Source: an optimization exercise on an open RTL-to-GDS flow (aim: small area, a short achievable clock period and few clock cycles per item). Production flows keep margins and buffers that such runs may drop.
Only simulation tests tie the RTL to the original design; equivalence was not proved.

==> 05-20: inputs <==
==> flow/design.v (excerpt) <==
module data_stack_unit_with_rotate_core (
	input  logic        clk,
	input  logic        arst_n,
	input  logic        s_tvalid,
	output logic        s_tready,
	input  logic [71:0] s_tdata,   
	output logic        m_tvalid,
	input  logic        m_tready,
	output logic [71:0] m_tdata,   
	output logic [1:0]  m_tuser    
);
==> flow/config.mk <==
export PLATFORM = sky130hd
export DESIGN_NAME = data_stack_unit_with_rotate_core
export DESIGN_NICKNAME = data_stack_unit_with_rotate_core
export VERILOG_FILES = /design/flow/design.v
export SDC_FILE = /design/flow/constraint.sdc
export NUM_CORES = 4
export LEC_CHECK = 0
export CAP_MARGIN = 20
export CORE_MARGIN = 2
export CORE_UTILIZATION = 40
export SETUP_SLACK_MARGIN = 5
export SLEW_MARGIN = 20
export TNS_END_PERCENT = 5
==> flow/constraint.sdc <==
create_clock -name core_clock -period 10.0 [get_ports {clk}]
set_input_delay 2.0000 -clock core_clock [delete_from_list [all_inputs] [get_ports {clk}]]
set_output_delay 2.0000 -clock core_clock [all_outputs]
set_load 0.01 [all_outputs]
standard.sh (not shown) runs the stock make flow with config.mk's settings and CLKGATE_MAP_FILE= SYNTH_SCRIPT=/design/flow/synth_recipe.tcl, a recipe that flattens the netlist after the stock synthesis.
==> flow/flow/run.sh <==
#!/bin/bash
set -o pipefail
bash standard.sh SETUP_SLACK_MARGIN=6.5 TNS_END_PERCENT=5 finish > flow_make.log 2>&1
==> 11-06: changes against 05-20 <==
--- a/flow/design.v
+++ b/flow/design.v
@@ -285,39 +285,47 @@
 	assign mgo   = (c_mul && !mswap) || mstep;           
 	assign mfin  = mgo && mlast;                         
 	assign aln8  = ph_q[I_ALN] && !q0 && al8;
 	assign aln1  = ph_q[I_ALN] && !q0 && !al8 && al1;
 	assign dstep = ph_q[I_DIT] || (ph_q[I_ALN] && !q0 && !al8 && !al1);
 	assign dend  = (dstep && dfin) || (ph_q[I_ALN] && q0);   
 	assign dnext = dstep && !dfin;
+	logic e_go, e_two, e_fin1, e_fin2;
+	assign e_go   = dstep && !dlast;                     
+	assign e_two  = dstep && !dlast && (cnt_q != 6'd1);  
+	assign e_fin1 = dstep && dlast;
+	assign e_fin2 = dstep && !dlast && (cnt_q == 6'd1);
 	assign absx  = ph_q[I_ABS1] || ph_q[I_ABS2];
 	logic t_v, t_sum, t_diff, t_mc, t_shl8, t_n, t_rd, t_shl1, t_shr1, t_shr2, t_quo, t_hold;
 	assign t_v    = c_push;
 	assign t_sum  = c_add || ph_q[I_MADD];
 	assign t_diff = c_sub || ph_q[I_DNEG] || ph_q[I_NEGD];
 	assign t_mc   = mfin;
 	assign t_shl8 = (mgo && !mlast) || aln8;
 	assign t_n    = c_out || c_swap || ((c_rol || c_ror) && d2) || (c_rol && dge3) ||
 		(c_mul && mswap) || absx;
 	assign t_rd   = c_ror && dge3;
 	assign t_shl1 = aln1;
-	assign t_shr1 = dnext && !two;
-	assign t_shr2 = dnext && two;
-	assign t_quo  = dend;
+	assign t_shr1 = dge && e_go;
+	assign t_shr2 = !dge && e_two;
+	assign t_quo  = e_fin1 || (!dge && e_fin2) || (ph_q[I_ALN] && q0);
 	assign t_hold = !(t_v || t_sum || t_diff || t_mc || t_shl8 || t_n || t_rd || t_shl1 ||
-		t_shr1 || t_shr2 || t_quo);
+		dstep || (ph_q[I_ALN] && q0));
 	logic n_t, n_rd, n_ms, n_sar8, n_diff, n_sum, n_hold;
 	assign n_t    = c_push || c_dup || c_swap || ((c_rol || c_ror) && d2) || (c_ror && dge3) ||
 		(c_mul && mswap) || (absx && !t_q[63]);
-	assign n_rd   = c_add || c_sub || c_out || (c_rol && dge3) || ph_q[I_MADD] || dend;
+	assign n_rd   = c_add || c_sub || c_out || (c_rol && dge3) || ph_q[I_MADD] ||
+		e_fin1 || (!dge && e_fin2) || (ph_q[I_ALN] && q0);
 	assign n_ms   = mfin;
 	assign n_sar8 = mgo && !mlast;
-	assign n_diff = (absx && t_q[63]) || (dnext && !two);
-	assign n_sum  = dnext && two && hge;
-	assign n_hold = !(n_t || n_rd || n_ms || n_sar8 || n_diff || n_sum);
+	assign n_diff = (absx && t_q[63]) || (dge && e_go);
+	assign n_sum  = !dge && hge && e_two;
+	assign n_hold = !(n_t || n_ms || n_sar8 || absx || c_add || c_sub || c_out ||
+		(c_rol && dge3) || ph_q[I_MADD] || (ph_q[I_ALN] && q0) || dstep) ||
+		(!dge && !hge && e_two);
 	logic [DW-1:0] t_d, n_d, acc_s_d;
 	assign t_d =
 		({DW{t_v}}    & v) |
 		({DW{t_sum}}  & sum) |
 		({DW{t_diff}} & diff) |
 		({DW{t_mc}}   & mc) |
 		({DW{t_shl8}} & (t_q << 8)) |
==> flow/flow/run.sh (replaced) <==
#!/bin/bash
set -o pipefail
bash standard.sh SETUP_SLACK_MARGIN=6.5 TNS_END_PERCENT=0 finish > flow_make.log 2>&1
CTS_CLUSTER_DIAMETER = 120   (was not set)
CTS_CLUSTER_SIZE = 24   (was not set)
PLACE_DENSITY = 0.5   (was not set)
==> 11-05: changes against 05-20 <==
--- a/flow/design.v
+++ b/flow/design.v
@@ -199,47 +199,27 @@
 	logic          we;
 	logic [13:0]   waddr, raddr;
 	logic [DW-1:0] wdata, rdata;
 	logic [13:0]   dt_inc, db_dec;
 	assign dt_inc = inc14(dt_q);
 	assign db_dec = dec14(db_q);
 	assign raddr  = (rdy_q && cmd == dsur_pkg::CMD_ROR) ? db_q : dt_q;
-	logic          wb_v_q;
-	logic [13:0]   wb_sel_q;
-	logic [DW-1:0] wb_data_q, ram_rdata;
 	dsur_ram #(.DW(DW), .NS(NS)) u_ram (
-		.clk(clk), .we({NS{wb_v_q}} & wb_sel_q), .wdata(wb_data_q), .rsel(raddr),
-		.rdata(ram_rdata)
+		.clk(clk), .we({NS{we}} & waddr), .wdata(wdata), .rsel(raddr), .rdata(rdata)
 	);
-	logic wb_hit;
-	assign wb_hit = wb_v_q && ((rdy_q && cmd == dsur_pkg::CMD_ROR) ? |(wb_sel_q & db_q) :
-		|(wb_sel_q & dt_q));
-	assign rdata = wb_hit ? wb_data_q : ram_rdata;
-	always_ff @(posedge clk) begin
-		wb_sel_q  <= waddr;
-		wb_data_q <= wdata;
-	end
-	always_ff @(posedge clk or negedge arst_n) begin
-		if (!arst_n)
-			wb_v_q <= 1'b0;
-		else
-			wb_v_q <= we;
-	end
 	logic [DW-1:0] xin, sum, diff;
 	logic          zx;
 	logic [DW:0]   diff_w;
-	logic          zx_q, dv_q;   
-	assign zx     = zx_q;
+	assign zx     = ph_q[I_ABS1] || ph_q[I_ABS2] || ph_q[I_DNEG] ||
+		ph_q[I_NEGD];
 	assign xin    = zx ? '0 : n_q;
 	logic          dv;
 	logic [DW:0]   sum_w;
-	assign dv     = dv_q;
-	logic [DW+1:0] sum_x;
-	assign sum_x  = {1'b0, n_q, 1'b1} + {1'b0, dv ? ~{1'b0, t_q[DW-1:1]} : t_q, dv};
-	assign sum_w  = sum_x[DW+1:1];
+	assign dv     = ph_q[I_ALN] || ph_q[I_DIT];
+	assign sum_w  = {1'b0, n_q} + {1'b0, dv ? ~{1'b0, t_q[DW-1:1]} : t_q} + {{DW{1'b0}}, dv};
 	assign sum    = sum_w[DW-1:0];
 	assign diff_w = {1'b0, xin} - {1'b0, t_q};
 	assign diff   = diff_w[DW-1:0];
 	logic [DW-1:0] ms, mc;
 	logic          mul_on, mlast;
 	assign mul_on = ph_q[I_MUL];
 	dsur_muldiv u_md (
@@ -405,23 +385,19 @@
 		cnt_q   <= cnt_d;
 		if (idle)
 			qneg_q <= n_q[63] ^ t_q[63];
 	end
 	always_ff @(posedge clk or negedge arst_n) begin
 		if (!arst_n) begin
 			ph_q <= P_IDLE;
-			zx_q <= 1'b0;
-			dv_q <= 1'b0;
 			d_q  <= '0;
 			db_q <= 14'd1;
 			dt_q <= 14'h2000;
 		end else begin
 			ph_q <= ph_d;
-			zx_q <= ph_d[I_ABS1] || ph_d[I_ABS2] || ph_d[I_DNEG] || ph_d[I_NEGD];
-			dv_q <= ph_d[I_ALN] || ph_d[I_DIT];
 			d_q  <= d_d;
 			db_q <= db_d;
 			dt_q <= dt_d;
 		end
 	end
 	logic [72:0] o_q, r_beat, o_d;
 	logic        m_v_q, sk_v_d;
==> flow/run.sh (new file) <==
#!/bin/bash
# synth_recipe.tcl (not shown) runs the flow's synth.tcl, then flattens the netlist and writes it again
# the make line also repeats each setting of config.mk as NAME=value (left out here)
make -C /OpenROAD-flow-scripts/flow DESIGN_CONFIG=/design/flow/config.mk WORK_HOME=/design/flow/orfs CLKGATE_MAP_FILE= SYNTH_SCRIPT=/design/flow/synth_recipe.tcl finish
removed: flow/flow/run.sh
removed: flow/standard.sh
==> run summary <==
- Sequential cell count: 11-05 is lower than 05-20 (81).
- In 11-05 the critical path depth is higher than in 11-06, by 3.
- Maximum frequency: 05-20 > 11-06 > 11-05.
- Between 11-05 and 05-20, the lower area after synthesis is in 11-05 (gap about 1.6%, measured against 05-20).
- The highest global-route usage belongs to 05-20, the lowest to 11-05.
- The lowest core utilization belongs to 11-06, the highest to 05-20.
- Non-clock buffer count: 05-20 > 11-06 > 11-05.
- Die area, lowest first: 11-05, 05-20, 11-06.
Testbench counts of 05-20, summed over its fixed seeds: cycles 19,014, items 12,000.
Testbench counts of 11-06, summed over its fixed seeds: cycles 19,014, items 12,000.
Testbench counts of 11-05, summed over its fixed seeds: cycles 19,014, items 12,000.

==> port drivers added, routing unchanged <==
In the flow no input, the clock included, has a driving cell. The finished layouts below were timed again as built, in two steps.
Step 1 assumes that a clkbuf_16 drives the clock port and a buf_2 every other input.
Step 2 also shifts input and output timing later by t, the mid clock arrival at the registers, as if the neighbouring blocks saw the same clock.
Slacks: no drivers / after step 1 / after step 2; pairs: no drivers / after step 1.
run | shift t [ns] | setup WS [ns] | worst hold slack (ns)
05-20 | 0.913 | 5.257 / 5.258 / 4.344 | 0.484 / 0.484 / 0.484
11-06 | 0.861 | 5.107 / 5.099 / 4.238 | 0.555 / 0.555 / 0.555
11-05 | 0.919 | 4.717 / 4.717 / 3.982 | 0.549 / 0.549 / 0.549
After both steps setup and hold are still met in every run listed. For 05-20, which loses most, drivers alone change the setup slack by +0.001 ns; drivers and shift together by -0.913 ns.
